This is an optimization exercise on Yosys and OpenROAD, whose aim is small area, a short achievable clock period and few clock cycles, not a production implementation.
For this run, only the layout was checked, not whether the RTL still works.
No activity file was given, so power comes from the tool's default toggle rates.

File: design/flow/run.sh
#!/bin/bash
# synth_recipe.tcl (not shown) runs the flow's synth.tcl, then flattens the netlist and writes it again
# the make line also repeats each setting of config.mk as NAME=value (left out here)
make -C /OpenROAD-flow-scripts/flow DESIGN_CONFIG=/design/flow/config.mk WORK_HOME=/design/flow/orfs CLKGATE_MAP_FILE= SYNTH_SCRIPT=/design/flow/synth_recipe.tcl finish
File: design/flow/config.mk
export PLATFORM = sky130hd
export DESIGN_NAME = hough_top
export DESIGN_NICKNAME = hough_top
export VERILOG_FILES = /design/flow/design.v
export SDC_FILE = /design/flow/constraint.sdc
export NUM_CORES = 4
export LEC_CHECK = 0
export CAP_MARGIN = 20
export CORE_MARGIN = 2
export CORE_UTILIZATION = 50
export SLEW_MARGIN = 20
File: design/flow/constraint.sdc
create_clock -name core_clock -period 8.0 [get_ports {clk}]
set_input_delay 1.6000 -clock core_clock [delete_from_list [all_inputs] [get_ports {clk}]]
set_output_delay 1.6000 -clock core_clock [all_outputs]
set_load 0.01 [all_outputs]
File: design/flow/design.v
package hough_pkg;
   localparam int IMG_DIM         = 10;    
   localparam int MAX_EDGES       = 32;    
   localparam int NUM_RAD_BINS    = 16;    
   localparam int MIN_RADIUS      = 1;
   localparam int MAX_RADIUS      = 6;
   localparam int X_VOTE_MIN      = 2;     
   localparam int Y_VOTE_MIN      = 1;
   localparam int DEFAULT_CENT_LO = 4;     
   localparam int DEFAULT_CENT_HI = 5;
   typedef logic [3:0] coord_t;       
   typedef logic [9:0] row_t;         
   typedef logic [9:0] cent_mask_t;   
   typedef logic [7:0] vote_t;        
   typedef logic [5:0] edge_cnt_t;    
   typedef logic [4:0] edge_idx_t;
   typedef logic [7:0] dist_sq_t;     
   typedef logic [3:0] radius_t;
   typedef logic [5:0] rad_cnt_t;
   typedef logic [7:0] rad_mask_t;    
   localparam coord_t LAST_COORD = coord_t'(IMG_DIM - 1);
   localparam logic [6*(MAX_RADIUS+1)-1:0] RAD_THRESH = {
      6'd13, 6'd12, 6'd10, 6'd8, 6'd4, 6'd4, 6'd0
   };
   typedef struct packed {
      coord_t x;   
      coord_t y;   
   } edge_pt_t;
   typedef struct packed {
      cent_mask_t x_mask;
      cent_mask_t y_mask;
   } cand_t;
   typedef struct packed {
      coord_t    x;
      coord_t    y;
      rad_mask_t rad_mask;
      logic      last;   
   } result_t;
   typedef enum logic [2:0] {
      LOAD, SCAN, PAIR_X, PAIR_Y, MASK, WAIT
   } voter_state_e;
   typedef enum logic [2:0] {
      IDLE, NEXT_CENT, FEED, DRAIN, JUDGE, EMIT
   } rad_state_e;
endpackage
`timescale 1ns/1ps
module radius_voter (
   input  logic        clk,
   input  logic        i_en,     
   input  logic [99:0] i_img,    
   input  logic [9:1]  i_u,      
   input  logic [9:1]  i_v,      
   output logic [6:1]  o_mask    
);
   wire [9:1] u = i_u;
   wire [9:1] v = i_v;
   wire r1g0_t0 = i_img[1] & v[1];
   wire r1g0_t1 = i_img[9] & ~v[9];
   wire r1g0_t2 = i_img[10] & u[1];
   wire r1g0_t3 = i_img[11] & ((u[1] & v[1]));
   wire r1g0_s1 = r1g0_t0 ^ r1g0_t1 ^ r1g0_t2;
   wire r1g0_c2 = (r1g0_t0 & r1g0_t1) | (r1g0_t0 & r1g0_t2) | (r1g0_t1 & r1g0_t2);
   wire [2:0] r1g0_n = {1'b0, r1g0_c2, r1g0_s1} + {1'b0, 1'b0, r1g0_t3};
   logic [2:0] r1g0_q;
   wire r1g1_t0 = i_img[19] & ((u[1] & ~v[9]));
   wire r1g1_t1 = i_img[90] & ~u[9];
   wire r1g1_t2 = i_img[91] & ((~u[9] & v[1]));
   wire r1g1_t3 = i_img[99] & ((~u[9] & ~v[9]));
   wire r1g1_s1 = r1g1_t0 ^ r1g1_t1 ^ r1g1_t2;
   wire r1g1_c2 = (r1g1_t0 & r1g1_t1) | (r1g1_t0 & r1g1_t2) | (r1g1_t1 & r1g1_t2);
   wire [2:0] r1g1_n = {1'b0, r1g1_c2, r1g1_s1} + {1'b0, 1'b0, r1g1_t3};
   logic [2:0] r1g1_q;
   wire [3:0] r1_sum = {1'b0, r1g0_q[2], r1g0_q[1], r1g0_q[0]} + {1'b0, r1g1_q[2], r1g1_q[1], r1g1_q[0]};
   assign o_mask[1] = r1_sum >= 4'd4;
   wire r2g0_t0 = i_img[2] & v[2];
   wire r2g0_t1 = i_img[8] & ~v[8];
   wire r2g0_t2 = i_img[12] & ((u[1] & v[2]));
   wire r2g0_t3 = i_img[18] & ((u[1] & ~v[8]));
   wire r2g0_t4 = i_img[20] & u[2];
   wire r2g0_t5 = i_img[21] & ((u[2] & v[1]));
   wire r2g0_s1 = r2g0_t0 ^ r2g0_t1 ^ r2g0_t2;
   wire r2g0_c2 = (r2g0_t0 & r2g0_t1) | (r2g0_t0 & r2g0_t2) | (r2g0_t1 & r2g0_t2);
   wire r2g0_s3 = r2g0_t3 ^ r2g0_t4 ^ r2g0_t5;
   wire r2g0_c4 = (r2g0_t3 & r2g0_t4) | (r2g0_t3 & r2g0_t5) | (r2g0_t4 & r2g0_t5);
   wire [2:0] r2g0_n = {1'b0, r2g0_c2, r2g0_s1} + {1'b0, r2g0_c4, r2g0_s3};
   logic [2:0] r2g0_q;
   wire r2g1_t0 = i_img[22] & ((u[2] & v[2]));
   wire r2g1_t1 = i_img[28] & ((u[2] & ~v[8]));
   wire r2g1_t2 = i_img[29] & ((u[2] & ~v[9]));
   wire r2g1_t3 = i_img[80] & ~u[8];
   wire r2g1_t4 = i_img[81] & ((~u[8] & v[1]));
   wire r2g1_s1 = r2g1_t0 ^ r2g1_t1 ^ r2g1_t2;
   wire r2g1_c2 = (r2g1_t0 & r2g1_t1) | (r2g1_t0 & r2g1_t2) | (r2g1_t1 & r2g1_t2);
   wire r2g1_s3 = r2g1_s1 ^ r2g1_t3 ^ r2g1_t4;
   wire r2g1_c4 = (r2g1_s1 & r2g1_t3) | (r2g1_s1 & r2g1_t4) | (r2g1_t3 & r2g1_t4);
   wire [2:0] r2g1_n = {1'b0, r2g1_c4, r2g1_s3} + {1'b0, r2g1_c2, 1'b0};
   logic [2:0] r2g1_q;
   wire r2g2_t0 = i_img[82] & ((~u[8] & v[2]));
   wire r2g2_t1 = i_img[88] & ((~u[8] & ~v[8]));
   wire r2g2_t2 = i_img[89] & ((~u[8] & ~v[9]));
   wire r2g2_t3 = i_img[92] & ((~u[9] & v[2]));
   wire r2g2_t4 = i_img[98] & ((~u[9] & ~v[8]));
   wire r2g2_s1 = r2g2_t0 ^ r2g2_t1 ^ r2g2_t2;
   wire r2g2_c2 = (r2g2_t0 & r2g2_t1) | (r2g2_t0 & r2g2_t2) | (r2g2_t1 & r2g2_t2);
   wire r2g2_s3 = r2g2_s1 ^ r2g2_t3 ^ r2g2_t4;
   wire r2g2_c4 = (r2g2_s1 & r2g2_t3) | (r2g2_s1 & r2g2_t4) | (r2g2_t3 & r2g2_t4);
   wire [2:0] r2g2_n = {1'b0, r2g2_c4, r2g2_s3} + {1'b0, r2g2_c2, 1'b0};
   logic [2:0] r2g2_q;
   wire r2z_s1 = r2g0_q[0] ^ r2g1_q[0] ^ r2g2_q[0];
   wire r2z_c2 = (r2g0_q[0] & r2g1_q[0]) | (r2g0_q[0] & r2g2_q[0]) | (r2g1_q[0] & r2g2_q[0]);
   wire r2z_s3 = r2g0_q[1] ^ r2g1_q[1] ^ r2g2_q[1];
   wire r2z_c4 = (r2g0_q[1] & r2g1_q[1]) | (r2g0_q[1] & r2g2_q[1]) | (r2g1_q[1] & r2g2_q[1]);
   wire r2z_s5 = r2g0_q[2] ^ r2g1_q[2] ^ r2g2_q[2];
   wire r2z_c6 = (r2g0_q[2] & r2g1_q[2]) | (r2g0_q[2] & r2g2_q[2]) | (r2g1_q[2] & r2g2_q[2]);
   wire [4:0] r2_sum = {1'b0, r2z_c6, r2z_c4, r2z_c2, r2z_s1} + {1'b0, 1'b0, r2z_s5, r2z_s3, 1'b0};
   assign o_mask[2] = r2_sum >= 5'd4;
   wire r3g0_t0 = i_img[3] & v[3];
   wire r3g0_t1 = i_img[7] & ~v[7];
   wire r3g0_t2 = i_img[13] & ((u[1] & v[3]));
   wire r3g0_t3 = i_img[17] & ((u[1] & ~v[7]));
   wire r3g0_t4 = i_img[23] & ((u[2] & v[3]));
   wire r3g0_t5 = i_img[27] & ((u[2] & ~v[7]));
   wire r3g0_t6 = i_img[30] & u[3];
   wire r3g0_s1 = r3g0_t0 ^ r3g0_t1 ^ r3g0_t2;
   wire r3g0_c2 = (r3g0_t0 & r3g0_t1) | (r3g0_t0 & r3g0_t2) | (r3g0_t1 & r3g0_t2);
   wire r3g0_s3 = r3g0_t3 ^ r3g0_t4 ^ r3g0_t5;
   wire r3g0_c4 = (r3g0_t3 & r3g0_t4) | (r3g0_t3 & r3g0_t5) | (r3g0_t4 & r3g0_t5);
   wire r3g0_s5 = r3g0_s1 ^ r3g0_s3 ^ r3g0_t6;
   wire r3g0_c6 = (r3g0_s1 & r3g0_s3) | (r3g0_s1 & r3g0_t6) | (r3g0_s3 & r3g0_t6);
   wire r3g0_s7 = r3g0_c6 ^ r3g0_c2 ^ r3g0_c4;
   wire r3g0_c8 = (r3g0_c6 & r3g0_c2) | (r3g0_c6 & r3g0_c4) | (r3g0_c2 & r3g0_c4);
   wire [3:0] r3g0_n = {1'b0, r3g0_c8, r3g0_s7, r3g0_s5} + {1'b0, 1'b0, 1'b0, 1'b0};
   logic [2:0] r3g0_q;
   wire r3g1_t0 = i_img[31] & ((u[3] & v[1]));
   wire r3g1_t1 = i_img[32] & ((u[3] & v[2]));
   wire r3g1_t2 = i_img[38] & ((u[3] & ~v[8]));
   wire r3g1_t3 = i_img[39] & ((u[3] & ~v[9]));
   wire r3g1_t4 = i_img[70] & ~u[7];
   wire r3g1_t5 = i_img[71] & ((~u[7] & v[1]));
   wire r3g1_t6 = i_img[72] & ((~u[7] & v[2]));
   wire r3g1_s1 = r3g1_t0 ^ r3g1_t1 ^ r3g1_t2;
   wire r3g1_c2 = (r3g1_t0 & r3g1_t1) | (r3g1_t0 & r3g1_t2) | (r3g1_t1 & r3g1_t2);
   wire r3g1_s3 = r3g1_t3 ^ r3g1_t4 ^ r3g1_t5;
   wire r3g1_c4 = (r3g1_t3 & r3g1_t4) | (r3g1_t3 & r3g1_t5) | (r3g1_t4 & r3g1_t5);
   wire r3g1_s5 = r3g1_s1 ^ r3g1_s3 ^ r3g1_t6;
   wire r3g1_c6 = (r3g1_s1 & r3g1_s3) | (r3g1_s1 & r3g1_t6) | (r3g1_s3 & r3g1_t6);
   wire r3g1_s7 = r3g1_c6 ^ r3g1_c2 ^ r3g1_c4;
   wire r3g1_c8 = (r3g1_c6 & r3g1_c2) | (r3g1_c6 & r3g1_c4) | (r3g1_c2 & r3g1_c4);
   wire [3:0] r3g1_n = {1'b0, r3g1_c8, r3g1_s7, r3g1_s5} + {1'b0, 1'b0, 1'b0, 1'b0};
   logic [2:0] r3g1_q;
   wire r3g2_t0 = i_img[78] & ((~u[7] & ~v[8]));
   wire r3g2_t1 = i_img[79] & ((~u[7] & ~v[9]));
   wire r3g2_t2 = i_img[83] & ((~u[8] & v[3]));
   wire r3g2_t3 = i_img[87] & ((~u[8] & ~v[7]));
   wire r3g2_t4 = i_img[93] & ((~u[9] & v[3]));
   wire r3g2_t5 = i_img[97] & ((~u[9] & ~v[7]));
   wire r3g2_s1 = r3g2_t0 ^ r3g2_t1 ^ r3g2_t2;
   wire r3g2_c2 = (r3g2_t0 & r3g2_t1) | (r3g2_t0 & r3g2_t2) | (r3g2_t1 & r3g2_t2);
   wire r3g2_s3 = r3g2_t3 ^ r3g2_t4 ^ r3g2_t5;
   wire r3g2_c4 = (r3g2_t3 & r3g2_t4) | (r3g2_t3 & r3g2_t5) | (r3g2_t4 & r3g2_t5);
   wire [2:0] r3g2_n = {1'b0, r3g2_c2, r3g2_s1} + {1'b0, r3g2_c4, r3g2_s3};
   logic [2:0] r3g2_q;
   wire r3z_s1 = r3g0_q[0] ^ r3g1_q[0] ^ r3g2_q[0];
   wire r3z_c2 = (r3g0_q[0] & r3g1_q[0]) | (r3g0_q[0] & r3g2_q[0]) | (r3g1_q[0] & r3g2_q[0]);
   wire r3z_s3 = r3g0_q[1] ^ r3g1_q[1] ^ r3g2_q[1];
   wire r3z_c4 = (r3g0_q[1] & r3g1_q[1]) | (r3g0_q[1] & r3g2_q[1]) | (r3g1_q[1] & r3g2_q[1]);
   wire r3z_s5 = r3g0_q[2] ^ r3g1_q[2] ^ r3g2_q[2];
   wire r3z_c6 = (r3g0_q[2] & r3g1_q[2]) | (r3g0_q[2] & r3g2_q[2]) | (r3g1_q[2] & r3g2_q[2]);
   wire [4:0] r3_sum = {1'b0, r3z_c6, r3z_c4, r3z_c2, r3z_s1} + {1'b0, 1'b0, r3z_s5, r3z_s3, 1'b0};
   assign o_mask[3] = r3_sum >= 5'd8;
   wire r4g0_t0 = i_img[4] & v[4];
   wire r4g0_t1 = i_img[6] & ~v[6];
   wire r4g0_t2 = i_img[14] & ((u[1] & v[4]));
   wire r4g0_t3 = i_img[16] & ((u[1] & ~v[6]));
   wire r4g0_t4 = i_img[24] & ((u[2] & v[4]));
   wire r4g0_t5 = i_img[26] & ((u[2] & ~v[6]));
   wire r4g0_s1 = r4g0_t0 ^ r4g0_t1 ^ r4g0_t2;
   wire r4g0_c2 = (r4g0_t0 & r4g0_t1) | (r4g0_t0 & r4g0_t2) | (r4g0_t1 & r4g0_t2);
   wire r4g0_s3 = r4g0_t3 ^ r4g0_t4 ^ r4g0_t5;
   wire r4g0_c4 = (r4g0_t3 & r4g0_t4) | (r4g0_t3 & r4g0_t5) | (r4g0_t4 & r4g0_t5);
   wire [2:0] r4g0_n = {1'b0, r4g0_c2, r4g0_s1} + {1'b0, r4g0_c4, r4g0_s3};
   logic [2:0] r4g0_q;
   wire r4g1_t0 = i_img[33] & ((u[3] & v[3]));
   wire r4g1_t1 = i_img[37] & ((u[3] & ~v[7]));
   wire r4g1_t2 = i_img[40] & u[4];
   wire r4g1_t3 = i_img[41] & ((u[4] & v[1]));
   wire r4g1_t4 = i_img[42] & ((u[4] & v[2]));
   wire r4g1_t5 = i_img[48] & ((u[4] & ~v[8]));
   wire r4g1_s1 = r4g1_t0 ^ r4g1_t1 ^ r4g1_t2;
   wire r4g1_c2 = (r4g1_t0 & r4g1_t1) | (r4g1_t0 & r4g1_t2) | (r4g1_t1 & r4g1_t2);
   wire r4g1_s3 = r4g1_t3 ^ r4g1_t4 ^ r4g1_t5;
   wire r4g1_c4 = (r4g1_t3 & r4g1_t4) | (r4g1_t3 & r4g1_t5) | (r4g1_t4 & r4g1_t5);
   wire [2:0] r4g1_n = {1'b0, r4g1_c2, r4g1_s1} + {1'b0, r4g1_c4, r4g1_s3};
   logic [2:0] r4g1_q;
   wire r4g2_t0 = i_img[49] & ((u[4] & ~v[9]));
   wire r4g2_t1 = i_img[60] & ~u[6];
   wire r4g2_t2 = i_img[61] & ((~u[6] & v[1]));
   wire r4g2_t3 = i_img[62] & ((~u[6] & v[2]));
   wire r4g2_t4 = i_img[68] & ((~u[6] & ~v[8]));
   wire r4g2_t5 = i_img[69] & ((~u[6] & ~v[9]));
   wire r4g2_s1 = r4g2_t0 ^ r4g2_t1 ^ r4g2_t2;
   wire r4g2_c2 = (r4g2_t0 & r4g2_t1) | (r4g2_t0 & r4g2_t2) | (r4g2_t1 & r4g2_t2);
   wire r4g2_s3 = r4g2_t3 ^ r4g2_t4 ^ r4g2_t5;
   wire r4g2_c4 = (r4g2_t3 & r4g2_t4) | (r4g2_t3 & r4g2_t5) | (r4g2_t4 & r4g2_t5);
   wire [2:0] r4g2_n = {1'b0, r4g2_c2, r4g2_s1} + {1'b0, r4g2_c4, r4g2_s3};
   logic [2:0] r4g2_q;
   wire r4g3_t0 = i_img[73] & ((~u[7] & v[3]));
   wire r4g3_t1 = i_img[77] & ((~u[7] & ~v[7]));
   wire r4g3_t2 = i_img[84] & ((~u[8] & v[4]));
   wire r4g3_t3 = i_img[86] & ((~u[8] & ~v[6]));
   wire r4g3_t4 = i_img[94] & ((~u[9] & v[4]));
   wire r4g3_t5 = i_img[96] & ((~u[9] & ~v[6]));
   wire r4g3_s1 = r4g3_t0 ^ r4g3_t1 ^ r4g3_t2;
   wire r4g3_c2 = (r4g3_t0 & r4g3_t1) | (r4g3_t0 & r4g3_t2) | (r4g3_t1 & r4g3_t2);
   wire r4g3_s3 = r4g3_t3 ^ r4g3_t4 ^ r4g3_t5;
   wire r4g3_c4 = (r4g3_t3 & r4g3_t4) | (r4g3_t3 & r4g3_t5) | (r4g3_t4 & r4g3_t5);
   wire [2:0] r4g3_n = {1'b0, r4g3_c2, r4g3_s1} + {1'b0, r4g3_c4, r4g3_s3};
   logic [2:0] r4g3_q;
   wire r4z_s1 = r4g0_q[0] ^ r4g1_q[0] ^ r4g2_q[0];
   wire r4z_c2 = (r4g0_q[0] & r4g1_q[0]) | (r4g0_q[0] & r4g2_q[0]) | (r4g1_q[0] & r4g2_q[0]);
   wire r4z_s3 = r4g0_q[1] ^ r4g1_q[1] ^ r4g2_q[1];
   wire r4z_c4 = (r4g0_q[1] & r4g1_q[1]) | (r4g0_q[1] & r4g2_q[1]) | (r4g1_q[1] & r4g2_q[1]);
   wire r4z_s5 = r4g0_q[2] ^ r4g1_q[2] ^ r4g2_q[2];
   wire r4z_c6 = (r4g0_q[2] & r4g1_q[2]) | (r4g0_q[2] & r4g2_q[2]) | (r4g1_q[2] & r4g2_q[2]);
   wire r4z_s7 = r4z_c2 ^ r4z_s3 ^ r4g3_q[1];
   wire r4z_c8 = (r4z_c2 & r4z_s3) | (r4z_c2 & r4g3_q[1]) | (r4z_s3 & r4g3_q[1]);
   wire r4z_s9 = r4z_c4 ^ r4z_s5 ^ r4g3_q[2];
   wire r4z_c10 = (r4z_c4 & r4z_s5) | (r4z_c4 & r4g3_q[2]) | (r4z_s5 & r4g3_q[2]);
   wire [4:0] r4_sum = {1'b0, r4z_c10, r4z_c8, r4z_s7, r4z_s1} + {1'b0, r4z_c6, r4z_s9, 1'b0, r4g3_q[0]};
   assign o_mask[4] = r4_sum >= 5'd10;
   wire r5g0_t0 = i_img[5];
   wire r5g0_t1 = i_img[15] & u[1];
   wire r5g0_t2 = i_img[25] & u[2];
   wire r5g0_t3 = i_img[34] & ((u[3] & v[4]));
   wire r5g0_t4 = i_img[35] & u[3];
   wire r5g0_t5 = i_img[36] & ((u[3] & ~v[6]));
   wire r5g0_t6 = i_img[43] & ((u[4] & v[3]));
   wire r5g0_s1 = r5g0_t0 ^ r5g0_t1 ^ r5g0_t2;
   wire r5g0_c2 = (r5g0_t0 & r5g0_t1) | (r5g0_t0 & r5g0_t2) | (r5g0_t1 & r5g0_t2);
   wire r5g0_s3 = r5g0_t3 ^ r5g0_t4 ^ r5g0_t5;
   wire r5g0_c4 = (r5g0_t3 & r5g0_t4) | (r5g0_t3 & r5g0_t5) | (r5g0_t4 & r5g0_t5);
   wire r5g0_s5 = r5g0_s1 ^ r5g0_s3 ^ r5g0_t6;
   wire r5g0_c6 = (r5g0_s1 & r5g0_s3) | (r5g0_s1 & r5g0_t6) | (r5g0_s3 & r5g0_t6);
   wire r5g0_s7 = r5g0_c6 ^ r5g0_c2 ^ r5g0_c4;
   wire r5g0_c8 = (r5g0_c6 & r5g0_c2) | (r5g0_c6 & r5g0_c4) | (r5g0_c2 & r5g0_c4);
   wire [3:0] r5g0_n = {1'b0, r5g0_c8, r5g0_s7, r5g0_s5} + {1'b0, 1'b0, 1'b0, 1'b0};
   logic [2:0] r5g0_q;
   wire r5g1_t0 = i_img[44] & ((u[4] & v[4]));
   wire r5g1_t1 = i_img[46] & ((u[4] & ~v[6]));
   wire r5g1_t2 = i_img[47] & ((u[4] & ~v[7]));
   wire r5g1_t3 = i_img[50];
   wire r5g1_t4 = i_img[51] & v[1];
   wire r5g1_t5 = i_img[52] & v[2];
   wire r5g1_t6 = i_img[53] & v[3];
   wire r5g1_s1 = r5g1_t0 ^ r5g1_t1 ^ r5g1_t2;
   wire r5g1_c2 = (r5g1_t0 & r5g1_t1) | (r5g1_t0 & r5g1_t2) | (r5g1_t1 & r5g1_t2);
   wire r5g1_s3 = r5g1_t3 ^ r5g1_t4 ^ r5g1_t5;
   wire r5g1_c4 = (r5g1_t3 & r5g1_t4) | (r5g1_t3 & r5g1_t5) | (r5g1_t4 & r5g1_t5);
   wire r5g1_s5 = r5g1_s1 ^ r5g1_s3 ^ r5g1_t6;
   wire r5g1_c6 = (r5g1_s1 & r5g1_s3) | (r5g1_s1 & r5g1_t6) | (r5g1_s3 & r5g1_t6);
   wire r5g1_s7 = r5g1_c6 ^ r5g1_c2 ^ r5g1_c4;
   wire r5g1_c8 = (r5g1_c6 & r5g1_c2) | (r5g1_c6 & r5g1_c4) | (r5g1_c2 & r5g1_c4);
   wire [3:0] r5g1_n = {1'b0, r5g1_c8, r5g1_s7, r5g1_s5} + {1'b0, 1'b0, 1'b0, 1'b0};
   logic [2:0] r5g1_q;
   wire r5g2_t0 = i_img[57] & ~v[7];
   wire r5g2_t1 = i_img[58] & ~v[8];
   wire r5g2_t2 = i_img[59] & ~v[9];
   wire r5g2_t3 = i_img[63] & ((~u[6] & v[3]));
   wire r5g2_t4 = i_img[64] & ((~u[6] & v[4]));
   wire r5g2_t5 = i_img[66] & ((~u[6] & ~v[6]));
   wire r5g2_s1 = r5g2_t0 ^ r5g2_t1 ^ r5g2_t2;
   wire r5g2_c2 = (r5g2_t0 & r5g2_t1) | (r5g2_t0 & r5g2_t2) | (r5g2_t1 & r5g2_t2);
   wire r5g2_s3 = r5g2_t3 ^ r5g2_t4 ^ r5g2_t5;
   wire r5g2_c4 = (r5g2_t3 & r5g2_t4) | (r5g2_t3 & r5g2_t5) | (r5g2_t4 & r5g2_t5);
   wire [2:0] r5g2_n = {1'b0, r5g2_c2, r5g2_s1} + {1'b0, r5g2_c4, r5g2_s3};
   logic [2:0] r5g2_q;
   wire r5g3_t0 = i_img[67] & ((~u[6] & ~v[7]));
   wire r5g3_t1 = i_img[74] & ((~u[7] & v[4]));
   wire r5g3_t2 = i_img[75] & ~u[7];
   wire r5g3_t3 = i_img[76] & ((~u[7] & ~v[6]));
   wire r5g3_t4 = i_img[85] & ~u[8];
   wire r5g3_t5 = i_img[95] & ~u[9];
   wire r5g3_s1 = r5g3_t0 ^ r5g3_t1 ^ r5g3_t2;
   wire r5g3_c2 = (r5g3_t0 & r5g3_t1) | (r5g3_t0 & r5g3_t2) | (r5g3_t1 & r5g3_t2);
   wire r5g3_s3 = r5g3_t3 ^ r5g3_t4 ^ r5g3_t5;
   wire r5g3_c4 = (r5g3_t3 & r5g3_t4) | (r5g3_t3 & r5g3_t5) | (r5g3_t4 & r5g3_t5);
   wire [2:0] r5g3_n = {1'b0, r5g3_c2, r5g3_s1} + {1'b0, r5g3_c4, r5g3_s3};
   logic [2:0] r5g3_q;
   wire r5z_s1 = r5g0_q[0] ^ r5g1_q[0] ^ r5g2_q[0];
   wire r5z_c2 = (r5g0_q[0] & r5g1_q[0]) | (r5g0_q[0] & r5g2_q[0]) | (r5g1_q[0] & r5g2_q[0]);
   wire r5z_s3 = r5g0_q[1] ^ r5g1_q[1] ^ r5g2_q[1];
   wire r5z_c4 = (r5g0_q[1] & r5g1_q[1]) | (r5g0_q[1] & r5g2_q[1]) | (r5g1_q[1] & r5g2_q[1]);
   wire r5z_s5 = r5g0_q[2] ^ r5g1_q[2] ^ r5g2_q[2];
   wire r5z_c6 = (r5g0_q[2] & r5g1_q[2]) | (r5g0_q[2] & r5g2_q[2]) | (r5g1_q[2] & r5g2_q[2]);
   wire r5z_s7 = r5z_c2 ^ r5z_s3 ^ r5g3_q[1];
   wire r5z_c8 = (r5z_c2 & r5z_s3) | (r5z_c2 & r5g3_q[1]) | (r5z_s3 & r5g3_q[1]);
   wire r5z_s9 = r5z_c4 ^ r5z_s5 ^ r5g3_q[2];
   wire r5z_c10 = (r5z_c4 & r5z_s5) | (r5z_c4 & r5g3_q[2]) | (r5z_s5 & r5g3_q[2]);
   wire [4:0] r5_sum = {1'b0, r5z_c10, r5z_c8, r5z_s7, r5z_s1} + {1'b0, r5z_c6, r5z_s9, 1'b0, r5g3_q[0]};
   assign o_mask[5] = r5_sum >= 5'd12;
   wire r6g0_t0 = i_img[4] & ~v[4];
   wire r6g0_t1 = i_img[6] & v[6];
   wire r6g0_t2 = i_img[14] & ((u[1] & ~v[4]));
   wire r6g0_t3 = i_img[16] & ((u[1] & v[6]));
   wire r6g0_t4 = i_img[24] & ((u[2] & ~v[4]));
   wire r6g0_t5 = i_img[26] & ((u[2] & v[6]));
   wire r6g0_t6 = i_img[34] & ((u[3] & ~v[4]));
   wire r6g0_s1 = r6g0_t0 ^ r6g0_t1 ^ r6g0_t2;
   wire r6g0_c2 = (r6g0_t0 & r6g0_t1) | (r6g0_t0 & r6g0_t2) | (r6g0_t1 & r6g0_t2);
   wire r6g0_s3 = r6g0_t3 ^ r6g0_t4 ^ r6g0_t5;
   wire r6g0_c4 = (r6g0_t3 & r6g0_t4) | (r6g0_t3 & r6g0_t5) | (r6g0_t4 & r6g0_t5);
   wire r6g0_s5 = r6g0_s1 ^ r6g0_s3 ^ r6g0_t6;
   wire r6g0_c6 = (r6g0_s1 & r6g0_s3) | (r6g0_s1 & r6g0_t6) | (r6g0_s3 & r6g0_t6);
   wire r6g0_s7 = r6g0_c6 ^ r6g0_c2 ^ r6g0_c4;
   wire r6g0_c8 = (r6g0_c6 & r6g0_c2) | (r6g0_c6 & r6g0_c4) | (r6g0_c2 & r6g0_c4);
   wire [3:0] r6g0_n = {1'b0, r6g0_c8, r6g0_s7, r6g0_s5} + {1'b0, 1'b0, 1'b0, 1'b0};
   logic [2:0] r6g0_q;
   wire r6g1_t0 = i_img[36] & ((u[3] & v[6]));
   wire r6g1_t1 = i_img[40] & ~u[4];
   wire r6g1_t2 = i_img[41] & ((~u[4] & v[1]));
   wire r6g1_t3 = i_img[42] & ((~u[4] & v[2]));
   wire r6g1_t4 = i_img[43] & ((~u[4] & v[3]));
   wire r6g1_t5 = i_img[45] & u[4];
   wire r6g1_t6 = i_img[47] & ((~u[4] & ~v[7]));
   wire r6g1_s1 = r6g1_t0 ^ r6g1_t1 ^ r6g1_t2;
   wire r6g1_c2 = (r6g1_t0 & r6g1_t1) | (r6g1_t0 & r6g1_t2) | (r6g1_t1 & r6g1_t2);
   wire r6g1_s3 = r6g1_t3 ^ r6g1_t4 ^ r6g1_t5;
   wire r6g1_c4 = (r6g1_t3 & r6g1_t4) | (r6g1_t3 & r6g1_t5) | (r6g1_t4 & r6g1_t5);
   wire r6g1_s5 = r6g1_s1 ^ r6g1_s3 ^ r6g1_t6;
   wire r6g1_c6 = (r6g1_s1 & r6g1_s3) | (r6g1_s1 & r6g1_t6) | (r6g1_s3 & r6g1_t6);
   wire r6g1_s7 = r6g1_c6 ^ r6g1_c2 ^ r6g1_c4;
   wire r6g1_c8 = (r6g1_c6 & r6g1_c2) | (r6g1_c6 & r6g1_c4) | (r6g1_c2 & r6g1_c4);
   wire [3:0] r6g1_n = {1'b0, r6g1_c8, r6g1_s7, r6g1_s5} + {1'b0, 1'b0, 1'b0, 1'b0};
   logic [2:0] r6g1_q;
   wire r6g2_t0 = i_img[48] & ((~u[4] & ~v[8]));
   wire r6g2_t1 = i_img[49] & ((~u[4] & ~v[9]));
   wire r6g2_t2 = i_img[54] & v[4];
   wire r6g2_t3 = i_img[56] & ~v[6];
   wire r6g2_t4 = i_img[60] & u[6];
   wire r6g2_t5 = i_img[61] & ((u[6] & v[1]));
   wire r6g2_s1 = r6g2_t0 ^ r6g2_t1 ^ r6g2_t2;
   wire r6g2_c2 = (r6g2_t0 & r6g2_t1) | (r6g2_t0 & r6g2_t2) | (r6g2_t1 & r6g2_t2);
   wire r6g2_s3 = r6g2_t3 ^ r6g2_t4 ^ r6g2_t5;
   wire r6g2_c4 = (r6g2_t3 & r6g2_t4) | (r6g2_t3 & r6g2_t5) | (r6g2_t4 & r6g2_t5);
   wire [2:0] r6g2_n = {1'b0, r6g2_c2, r6g2_s1} + {1'b0, r6g2_c4, r6g2_s3};
   logic [2:0] r6g2_q;
   wire r6g3_t0 = i_img[62] & ((u[6] & v[2]));
   wire r6g3_t1 = i_img[63] & ((u[6] & v[3]));
   wire r6g3_t2 = i_img[65] & ~u[6];
   wire r6g3_t3 = i_img[67] & ((u[6] & ~v[7]));
   wire r6g3_t4 = i_img[68] & ((u[6] & ~v[8]));
   wire r6g3_t5 = i_img[69] & ((u[6] & ~v[9]));
   wire r6g3_s1 = r6g3_t0 ^ r6g3_t1 ^ r6g3_t2;
   wire r6g3_c2 = (r6g3_t0 & r6g3_t1) | (r6g3_t0 & r6g3_t2) | (r6g3_t1 & r6g3_t2);
   wire r6g3_s3 = r6g3_t3 ^ r6g3_t4 ^ r6g3_t5;
   wire r6g3_c4 = (r6g3_t3 & r6g3_t4) | (r6g3_t3 & r6g3_t5) | (r6g3_t4 & r6g3_t5);
   wire [2:0] r6g3_n = {1'b0, r6g3_c2, r6g3_s1} + {1'b0, r6g3_c4, r6g3_s3};
   logic [2:0] r6g3_q;
   wire r6g4_t0 = i_img[74] & ((~u[7] & ~v[4]));
   wire r6g4_t1 = i_img[76] & ((~u[7] & v[6]));
   wire r6g4_t2 = i_img[84] & ((~u[8] & ~v[4]));
   wire r6g4_t3 = i_img[86] & ((~u[8] & v[6]));
   wire r6g4_t4 = i_img[94] & ((~u[9] & ~v[4]));
   wire r6g4_t5 = i_img[96] & ((~u[9] & v[6]));
   wire r6g4_s1 = r6g4_t0 ^ r6g4_t1 ^ r6g4_t2;
   wire r6g4_c2 = (r6g4_t0 & r6g4_t1) | (r6g4_t0 & r6g4_t2) | (r6g4_t1 & r6g4_t2);
   wire r6g4_s3 = r6g4_t3 ^ r6g4_t4 ^ r6g4_t5;
   wire r6g4_c4 = (r6g4_t3 & r6g4_t4) | (r6g4_t3 & r6g4_t5) | (r6g4_t4 & r6g4_t5);
   wire [2:0] r6g4_n = {1'b0, r6g4_c2, r6g4_s1} + {1'b0, r6g4_c4, r6g4_s3};
   logic [2:0] r6g4_q;
   wire r6z_s1 = r6g0_q[0] ^ r6g1_q[0] ^ r6g2_q[0];
   wire r6z_c2 = (r6g0_q[0] & r6g1_q[0]) | (r6g0_q[0] & r6g2_q[0]) | (r6g1_q[0] & r6g2_q[0]);
   wire r6z_s3 = r6g0_q[1] ^ r6g1_q[1] ^ r6g2_q[1];
   wire r6z_c4 = (r6g0_q[1] & r6g1_q[1]) | (r6g0_q[1] & r6g2_q[1]) | (r6g1_q[1] & r6g2_q[1]);
   wire r6z_s5 = r6g0_q[2] ^ r6g1_q[2] ^ r6g2_q[2];
   wire r6z_c6 = (r6g0_q[2] & r6g1_q[2]) | (r6g0_q[2] & r6g2_q[2]) | (r6g1_q[2] & r6g2_q[2]);
   wire r6z_s7 = r6z_s1 ^ r6g3_q[0] ^ r6g4_q[0];
   wire r6z_c8 = (r6z_s1 & r6g3_q[0]) | (r6z_s1 & r6g4_q[0]) | (r6g3_q[0] & r6g4_q[0]);
   wire r6z_s9 = r6z_c2 ^ r6z_s3 ^ r6g3_q[1];
   wire r6z_c10 = (r6z_c2 & r6z_s3) | (r6z_c2 & r6g3_q[1]) | (r6z_s3 & r6g3_q[1]);
   wire r6z_s11 = r6z_c4 ^ r6z_s5 ^ r6g3_q[2];
   wire r6z_c12 = (r6z_c4 & r6z_s5) | (r6z_c4 & r6g3_q[2]) | (r6z_s5 & r6g3_q[2]);
   wire r6z_s13 = r6z_c8 ^ r6z_s9 ^ r6g4_q[1];
   wire r6z_c14 = (r6z_c8 & r6z_s9) | (r6z_c8 & r6g4_q[1]) | (r6z_s9 & r6g4_q[1]);
   wire r6z_s15 = r6z_c10 ^ r6z_s11 ^ r6g4_q[2];
   wire r6z_c16 = (r6z_c10 & r6z_s11) | (r6z_c10 & r6g4_q[2]) | (r6z_s11 & r6g4_q[2]);
   wire r6z_s17 = r6z_c16 ^ r6z_c12 ^ r6z_c6;
   wire r6z_c18 = (r6z_c16 & r6z_c12) | (r6z_c16 & r6z_c6) | (r6z_c12 & r6z_c6);
   wire [5:0] r6_sum = {1'b0, r6z_c18, r6z_s17, r6z_c14, r6z_s13, r6z_s7} + {1'b0, 1'b0, 1'b0, r6z_s15, 1'b0, 1'b0};
   assign o_mask[6] = r6_sum >= 6'd13;
   always_ff @(posedge clk) begin
      if (i_en) begin
         r1g0_q <= r1g0_n[2:0];
         r1g1_q <= r1g1_n[2:0];
         r2g0_q <= r2g0_n[2:0];
         r2g1_q <= r2g1_n[2:0];
         r2g2_q <= r2g2_n[2:0];
         r3g0_q <= r3g0_n[2:0];
         r3g1_q <= r3g1_n[2:0];
         r3g2_q <= r3g2_n[2:0];
         r4g0_q <= r4g0_n[2:0];
         r4g1_q <= r4g1_n[2:0];
         r4g2_q <= r4g2_n[2:0];
         r4g3_q <= r4g3_n[2:0];
         r5g0_q <= r5g0_n[2:0];
         r5g1_q <= r5g1_n[2:0];
         r5g2_q <= r5g2_n[2:0];
         r5g3_q <= r5g3_n[2:0];
         r6g0_q <= r6g0_n[2:0];
         r6g1_q <= r6g1_n[2:0];
         r6g2_q <= r6g2_n[2:0];
         r6g3_q <= r6g3_n[2:0];
         r6g4_q <= r6g4_n[2:0];
      end
   end
endmodule
`timescale 1ns/1ps
module hough_top (
   input  logic                clk,
   input  logic                i_rst_n,
   input  logic                i_row_valid,
   input  hough_pkg::row_t     i_row,
   output logic                o_row_ready,
   output logic                o_res_valid,
   output hough_pkg::result_t  o_res,
   input  logic                i_res_ready
);
   logic [9:0] a_q [10];      
   logic [3:0] rcnt_q;        
   logic       afull_q;       
   logic       vld1_q;        
   logic [3:0] vrow_q;        
   logic       bvalid_q;      
   logic       take;
   logic       xfer;
   assign xfer        = afull_q && !bvalid_q;
   assign o_row_ready = !afull_q || xfer;
   assign take        = i_row_valid && o_row_ready;
   always_ff @(posedge clk or negedge i_rst_n) begin
      if (!i_rst_n) begin
         rcnt_q  <= '0;
         afull_q <= 1'b0;
         vld1_q  <= 1'b0;
      end else begin
         vld1_q <= take;
         if (xfer) begin
            rcnt_q  <= take ? 4'd1 : 4'd0;
            afull_q <= 1'b0;
         end else if (take) begin
            rcnt_q  <= rcnt_q + 4'd1;
            afull_q <= (rcnt_q == 4'd9);
         end
      end
   end
   always_ff @(posedge clk) begin
      if (take) begin
         vrow_q <= xfer ? 4'd0 : rcnt_q;
         for (int i = 0; i < 9; i++) a_q[i] <= a_q[i+1];
         a_q[9] <= i_row;
      end
   end
   logic [1:0] xv_q [10];     
   logic [1:0] yv_q [1:9];    
   logic [2:0] xinc [10];
   logic [1:0] yinc [1:5];
   logic       first;
   function automatic logic [2:0] tadd(input logic [2:0] a, input logic [2:0] b);
      tadd[0] = a[0] | b[0];
      tadd[1] = a[1] | b[1] | (a[0] & b[0]);
      tadd[2] = a[2] | b[2] | (a[1] & b[0]) | (a[0] & b[1]);
   endfunction
   function automatic logic [2:0] tcnt10(input logic [9:0] m);
      logic [2:0] l1 [5];
      logic [2:0] l2 [3];
      for (int k = 0; k < 5; k++)
         l1[k] = {1'b0, m[2*k] & m[2*k+1], m[2*k] | m[2*k+1]};
      l2[0] = tadd(l1[0], l1[1]);
      l2[1] = tadd(l1[2], l1[3]);
      l2[2] = l1[4];
      tcnt10 = tadd(tadd(l2[0], l2[1]), l2[2]);
   endfunction
   assign first = (vrow_q == 4'd0);
   logic [9:0] xpairs [10];
   always_comb begin
      int n;
      for (int c = 0; c < 10; c++) begin
         xpairs[c] = '0;
         n = 0;
         for (int a = 0; a < 9; a++)
            for (int b = a + 1; b < 10; b++)
               if (((a + b) >> 1) == c) begin
                  xpairs[c][n] = a_q[9][a] & a_q[9][b];
                  n = n + 1;
               end
         xinc[c] = tcnt10(xpairs[c]);
      end
   end
   logic [2:0] ym1, ym2;
   always_comb begin
      for (int e = 1; e <= 5; e++) begin
         ym1 = (vrow_q >= 4'(2*e-1)) ? tcnt10(a_q[9] & a_q[9-(2*e-1)]) : 3'd0;
         ym2 = (e < 5 && vrow_q >= 4'(2*e)) ? tcnt10(a_q[9] & a_q[(9-2*e) < 0 ? 0 : 9-2*e]) : 3'd0;
         yinc[e] = tadd(ym1, ym2);
      end
   end
   logic [1:0] xv_n [10];
   logic [1:0] yv_n [1:9];
   logic [2:0] xo, xs_;
   logic [1:0] yo;
   always_comb begin
      for (int c = 0; c < 10; c++) begin
         xo      = first ? 3'd0 : {xv_q[c] == 2'd3, xv_q[c][1], xv_q[c] != 2'd0};
         xs_     = tadd(xo, xinc[c]);
         xv_n[c] = {xs_[1], xs_[2] | (xs_[0] & !xs_[1])};
      end
      for (int e = 1; e <= 9; e++) begin
         yo = (first || e == 1) ? 2'd0 : yv_q[e-1];
         if (e <= 5) begin
            yv_n[e][0] = yo[0] | yinc[e][0];
            yv_n[e][1] = yo[1] | yinc[e][1] | (yo[0] & yinc[e][0]);
         end else begin
            yv_n[e] = yo;
         end
      end
   end
   always_ff @(posedge clk) begin
      if (vld1_q) begin
         for (int c = 0; c < 10; c++) xv_q[c] <= xv_n[c];
         for (int e = 1; e <= 9; e++)  yv_q[e] <= yv_n[e];
      end
   end
   logic [5:0] room_q;        
   logic [3:0] prow_q;        
   logic [9:0] pcol_q;        
   logic [5:0] proom;
   logic [3:0] pre [10];      
   logic [3:0] pop;
   logic       pcross;
   logic [9:0] kc;
   always_comb begin
      proom = first ? 6'd32 : room_q;
      for (int j = 0; j < 10; j++) begin
         pre[j] = '0;
         for (int k = 0; k <= j; k++) pre[j] = pre[j] + {3'd0, a_q[9][k]};
         kc[j] = {2'd0, pre[j]} <= proom;
      end
      pop    = pre[9];
      pcross = (proom != 6'd0) && ({2'd0, pop} >= proom);
   end
   always_ff @(posedge clk) begin
      if (vld1_q) begin
         room_q <= pcross ? 6'd0 : proom - {2'd0, pop};
         if (first) prow_q <= 4'd15;
         if (pcross) begin
            prow_q <= vrow_q;
            pcol_q <= kc;
         end
      end
   end
   logic [9:0] b_q [10];
   logic       mpend_q;       
   logic       fix9_q;        
   logic       bmv_q;         
   logic       used_q;        
   logic [9:0] bxm_q;         
   logic [9:0] bym_q;         
   logic [3:0] bcx_q;
   logic [3:0] bcy_q;
   logic [9:0] xm_c;
   logic [9:0] ym_c;
   logic       xstep;
   logic       ystep;
   logic       bready;
   logic       sload;
   always_comb begin
      for (int c = 0; c < 10; c++) xm_c[c] = (xv_q[c] == 2'd3);
      for (int c = 0; c < 9; c++)  ym_c[c] = yv_q[9-c][1];
      ym_c[9] = 1'b0;
      if (xm_c == '0) xm_c = 10'h030;
      if (ym_c == '0) ym_c = 10'h030;
   end
   assign xstep  = bvalid_q && bmv_q && (!bxm_q[0] || used_q);
   assign ystep  = bvalid_q && bmv_q && !bym_q[0];
   assign bready = bvalid_q && bmv_q && bxm_q[0] && bym_q[0] && !used_q;
   always_ff @(posedge clk or negedge i_rst_n) begin
      if (!i_rst_n) begin
         bvalid_q <= 1'b0;
         mpend_q  <= 1'b0;
         bmv_q    <= 1'b0;
         used_q   <= 1'b0;
      end else begin
         mpend_q <= xfer;
         if (xfer) begin
            bvalid_q <= 1'b1;
            bmv_q    <= 1'b0;
            used_q   <= 1'b0;
         end else begin
            if (mpend_q) bmv_q <= 1'b1;
            if (sload) begin
               if (bxm_q[9:1] == '0) bvalid_q <= 1'b0;
               else                  used_q   <= 1'b1;
            end else if (xstep) begin
               used_q <= 1'b0;
            end
         end
      end
   end
   always_ff @(posedge clk) begin
      fix9_q <= vld1_q && pcross;
      if (xfer) begin
         bcx_q <= '0;
         bcy_q <= '0;
         for (int i = 0; i < 10; i++)
            for (int j = 0; j < 10; j++)
               b_q[i][j] <= a_q[i][j] &    
                            ((4'(i) < prow_q) || ((4'(i) == prow_q) && pcol_q[j]));
      end else begin
         if (mpend_q) begin
            bxm_q <= xm_c;
            bym_q <= ym_c;
            if (fix9_q)
               for (int j = 0; j < 10; j++) b_q[9][j] <= b_q[9][j] & pcol_q[j];
         end
         if (xstep) begin
            bcx_q <= bcx_q + 4'd1;
            bxm_q <= bxm_q >> 1;
         end
         if (ystep) begin
            bcy_q <= bcy_q + 4'd1;
            bym_q <= bym_q >> 1;
         end
         if (xstep || ystep)
            for (int i = 0; i < 10; i++)
               for (int j = 0; j < 10; j++)
                  b_q[i][j] <= b_q[(i + (ystep ? 1 : 0)) % 10][(j + (xstep ? 1 : 0)) % 10];
      end
   end
   logic [9:0] s_q [10];
   logic       svalid_q;
   logic [9:0] sym_q;         
   logic [3:0] scx_q;
   logic [3:0] scy_q;
   logic       slastx_q;      
   logic       sfinal;
   logic       kvalid_q;      
   logic       stall;
   logic       adv;
   logic [99:0] s_flat;
   logic [9:1] u;             
   logic [9:1] v;             
   logic [6:1] rmask;
   assign stall  = kvalid_q;
   assign adv    = !stall;
   assign sfinal = (sym_q[9:1] == '0);
   assign sload  = bready && (!svalid_q || (sfinal && adv));
   always_ff @(posedge clk or negedge i_rst_n) begin
      if (!i_rst_n) begin
         svalid_q <= 1'b0;
      end else begin
         if (sload)                       svalid_q <= 1'b1;
         else if (svalid_q && adv && sfinal) svalid_q <= 1'b0;
      end
   end
   always_ff @(posedge clk) begin
      if (sload) begin
         for (int i = 0; i < 10; i++) s_q[i] <= b_q[i];
         sym_q    <= bym_q;
         scx_q    <= bcx_q;
         for (int k = 1; k < 10; k++) begin
            u[k] <= ({1'b0, bcy_q} + 5'(k)) <= 5'd9;
            v[k] <= ({1'b0, bcx_q} + 5'(k)) <= 5'd9;
         end
         scy_q    <= bcy_q;
         slastx_q <= (bxm_q[9:1] == '0);
      end else if (svalid_q && adv) begin
         for (int i = 0; i < 10; i++) s_q[i] <= s_q[(i + 1) % 10];
         sym_q <= sym_q >> 1;
         scy_q <= scy_q + 4'd1;
         u     <= {1'b0, u[9:2]};
      end
   end
   always_comb begin
      for (int i = 0; i < 10; i++)
         for (int j = 0; j < 10; j++) s_flat[10*i + j] = s_q[i][j];
   end
   radius_voter u_judge (
      .clk    (clk),
      .i_en   (adv),
      .i_img  (s_flat),
      .i_u    (u),
      .i_v    (v),
      .o_mask (rmask)
   );
   logic       pvalid_q;
   logic [3:0] pcx_q;
   logic [3:0] pcy_q;
   logic       plast_q;
   hough_pkg::result_t pres;
   hough_pkg::result_t kres_q;
   logic               offer;
   logic               ofree;
   assign pres  = {pcx_q, pcy_q, 1'b0, rmask, 1'b0, plast_q};
   assign offer = pvalid_q && adv;
   assign ofree = !o_res_valid || i_res_ready;
   always_ff @(posedge clk or negedge i_rst_n) begin
      if (!i_rst_n) begin
         pvalid_q    <= 1'b0;
         o_res_valid <= 1'b0;
         kvalid_q    <= 1'b0;
      end else begin
         if (adv) pvalid_q <= svalid_q && sym_q[0];
         if (ofree) begin
            o_res_valid <= kvalid_q || offer;
            kvalid_q    <= 1'b0;
         end else if (offer) begin
            kvalid_q    <= 1'b1;
         end
      end
   end
   always_ff @(posedge clk) begin
      if (adv) begin
         pcx_q   <= scx_q;
         pcy_q   <= scy_q;
         plast_q <= slastx_q && sfinal;
      end
      if (ofree) o_res  <= kvalid_q ? kres_q : pres;
      if (!kvalid_q) kres_q <= pres;
   end
endmodule
==> results.txt <==
-- cell usage after synthesis, drive strengths merged (19+ instances only) --
cell | n | area share (%)
nand2 | 599 | 7.4
edfxtp | 500 | 49
nor2 | 123 | 1.5
clkbuf | 117 | 1.4
ha | 115 | 4.7
inv | 103 | 1.3
o21ai | 103 | 1.7
mux2i | 94 | 3.1
fa | 93 | 6.1
a21oi | 90 | 1.5
nand3 | 87 | 1.5
o221ai | 85 | 2.5
o211ai | 82 | 2.0
buf | 55 | 0.92
a22oi | 38 | 0.94
and2 | 38 | 0.78
dfxtp | 26 | 1.7
nor2b | 25 | 0.52
nand4 | 24 | 0.49
and3 | 23 | 0.47
nand2b | 23 | 0.47
a31oi | 22 | 0.45
o21a | 20 | 0.49
xnor2 | 20 | 0.58
nand3b | 19 | 0.47
-- how the worst max path moves through the flow --
stage	slack [ns]	to	from	depth (start not counted)
2_1_floorplan	2.24	s_q[0][0]$_DFFE_PP_	kvalid_q$_DFFE_PN0P_	8
3_3_place_gp	1.68	pcol_q[5]$_DFFE_PP_	a_q[9][0]$_DFFE_PP_	16
3_5_place_dp	1.52	pcol_q[5]$_DFFE_PP_	a_q[9][0]$_DFFE_PP_	16
4_1_cts	1.48	pcol_q[3]$_DFFE_PP_	a_q[9][0]$_DFFE_PP_	16
5_1_grt	1.12	pcol_q[2]$_DFFE_PP_	a_q[9][0]$_DFFE_PP_	16
6_report	1.48	pcol_q[1]$_DFFE_PP_	a_q[9][0]$_DFFE_PP_	16
-- cell type report --
cell class	count	area (µm²)	area share, %
inverter	105	397.9	1.207
timing repair buffer	61	538.0	1.632
tap	782	978.4	2.968
clock buffer	85	1634	4.957
clock inverter	25	148.9	0.4516
sequential	540	15890	48.19
multi-input combinational	1943	13380	40.60
-- critical path, delay by kind of cell, from the launching register on --
family / cells / cell delay [ns]
compound gates: 2 / 0.42
simple gates: 3 / 0.86
flops: 1 / 1.01
fa+ha+maj: 10 / 3.67
xor+xnor: 1 / 0.17
-- sequential cells by signal (all words and copies together) (netlist names), 6 cells and up --
signal  flops
a_q       100
b_q       100
s_q       100
xv_q       20
kres_q     17
o_res      17
yv_q       13
bxm_q      10
pcol_q     10
bym_q       9
sym_q       9
u           9
v           8
room_q      6
-- layer usage --
layer  vias to the layer above  global-route usage (%)
li1                      10008                       -
met1                     10781                   37.21
met2                       825                   44.91
met3                       192                   3.159
met4                         0                   9.957
met5                         -                       0
-- power by group --
| part | internal, mW | switching, mW | total [mW] |
|---|---|---|---|
| Clock | 1.44 | 1.13 | 2.57 |
| Combinational | 2.72 | 4.00 | 6.73 |
| Sequential | 5.06 | 1.14 | 6.19 |
| Total | 9.22 | 6.27 | 15.5 |
-- through the flow --
stage	cell area [µm²]	hold WS, ns	instances	utilization [%]	setup WS (ns)
finish	32970	0.4177	3541	54.83	1.480
global route	32970	0.4290	3541	54.83	1.119
CTS	32970	0.4182	3541	54.83	1.480
detailed placement	31180	0.4045	3431	51.86	1.519
global placement	31180	0.4010	3431	51.86	1.680
floorplan	30340	0.4003	2760	-	2.237
-- logic make-up after synthesis --
family                   count (synthesis)  share of synthesized area [%]
AO/OA/AOI/OAI                          555                          12.84
XOR/XNOR                                33                          1.105
adder cells (fa/ha/maj)                215                          11.11
buffers and inverters                  277                          3.671
flip-flops                             540                          52.36
multiplexers                           105                          3.510
AND/OR/NAND/NOR                       1035                          15.40
==> results.cfg <==
[run_status]
status = complete, no violations

[pwr]
power.leakage_nw = 12.96
power_density_mw_per_mm2 = 469.9
vdd_ir_drop_max_uv = 672.7
power_mw = 15.49

[floorplan]
initial_core_util_pct = 50.45
rows = 90
die_h_um = 250.3
die-area_mm2 = 0.06266
fp.dieW_um = 250.3
pin_count = 33
core_area_mm2 = 0.06013

[critical_path]
crit_fanout = 24
reg2reg_depth = 16
start_kind = flip-flop
arrival_ns = 6.77
reg2reg_to = pcol_q[1]$_DFFE_PP_
crit_path_top_delay_cell = edfxtp_1
r2r_slack_ns = 1.48
worst_path_most_repeated_cell = ha_1
required_ns = 8.25
reg2reg_from = a_q[9][0]$_DFFE_PP_
criticalPathCategory = flip-flop to flip-flop
cp-end-kind = flip-flop
critical-path-max-stage-delay_ns = 1.01
path_cells = fa_1 > ha_1 > fa_1 > ha_1 > ha_1 > ha_1 > ha_1 > ha_1 > ha_1 > xnor2_1 > ha_1 > nor2b_1 > o21ai_0 > nand2b_1 > a21oi_1 > and2_1

[route]
wl_per_cell_um = 24.08
wl_met3_um = 5073
drt-pass1-iter-count = 6
drtIter0Drc = 2348
drt-met1-wl_um = 36480
drc = 0
highest_layer = met4
drtAntennaViolNets = 0
met2_length_um = 40440
wl_um = 85260
viasPerCell = 6.158
vias = 21806

[global_route]
grt_antenna_before_repair = 0
grt_pass1_vias = 21677
grt_pass1_wl_um = 131400
grt_start_max_net_pins = 98
grt_usage_pct = 27.19
grt_remaining_overflow = 0

[yosys]
synth.distinct_cells = 81
synth.net_count = 2982
syn_area_per_cell_um2 = 10.99
synth-edff-count = 500
ys_ff_latch = 540
ys_seq_area_share_pct = 52.36
netlist_instances = 2760
yosysWarnings = 53
synth_ff_type = edfxtp_1
syn_area_mm2 = 0.03034
synth-async-reset-ratio_pct = 2.593

[sta]
fmax_mhz = 153.4
hold_violations = 0
tightestPinTransition_ns = 1.087
tns_ns = 0
slew_viol_final = 0
rsz0062_at_grt = no
finalSetupViolCount = 0
timing.final.crit_share_pct = 81.50
period_needed_ns = 6.520
fin_skew_ns = 0.02621
slew_headroom_pct = 27.54

[clock_network]
cts.repair.resized = 0
clock_sinks = 540
cts_buffers = 59
tritoncts = done
clock_latency_ns = 0.63
clockRootBuffer = clkbuf_16
htree_levels = 2
clockBufferDepth = 3
cts_setup_buffers = 0
holdBufCountCts = 0
clkTransAtPathRegs_ns = 0.06

[finish]
area_growth_pct = 8.669
fillCellCount = 5154
final_common_cell = nand2_1
fin_nets = 2932
final_cell_mix = 598 x nand2_1, 500 x edfxtp_1, 120 x nor2_1, 115 x ha_1, 102 x o21ai_0
n_antenna_cell = 0
drive_gt1_share_pct = 5.364

[worst_hold_path]
min_path_cells = 0
min_to = pcx_q[1]$_DFFE_PN_
worstHoldPathType = flip-flop to flip-flop
min_from = scx_q[1]$_DFFE_PP_

[flow_run]
maxCapViolations = 0

[placement]
place_hpwl_um = 60910
gp_congestion = 0.8949
portBuffers = 32

-- afterwards: timing with drivers on the ports --
The results above use ideal ports. As a check the final layout listed here was re-extracted and re-timed, cells and wires unchanged. Step 1 sets driving cells, clkbuf_16 on the clock port and buf_2 on the other inputs (assumed; they add their load-dependent delay and slew). Step 2 adds t to the input delays and takes it off the output delays; t is the mean of the earliest and latest rising clock arrival at the registers after step 1. Input paths then give back, and output paths get back, about the clock's delay inside the block. Three values: ideal ports, drivers, drivers and shift; two values: the first two.
shift t [ns]: 0.680
slack for setup (ns): 1.480 / 1.480 / 1.480
clock arrival spread, ns: 0.027 / 0.028
worst slew at a driven data input, ns: 0.06
pins driven straight from the clock port: 1
After both steps setup and hold are still met in this run. For this run, drivers alone change the setup slack by 0.000 ns; drivers and shift together by 0.000 ns.
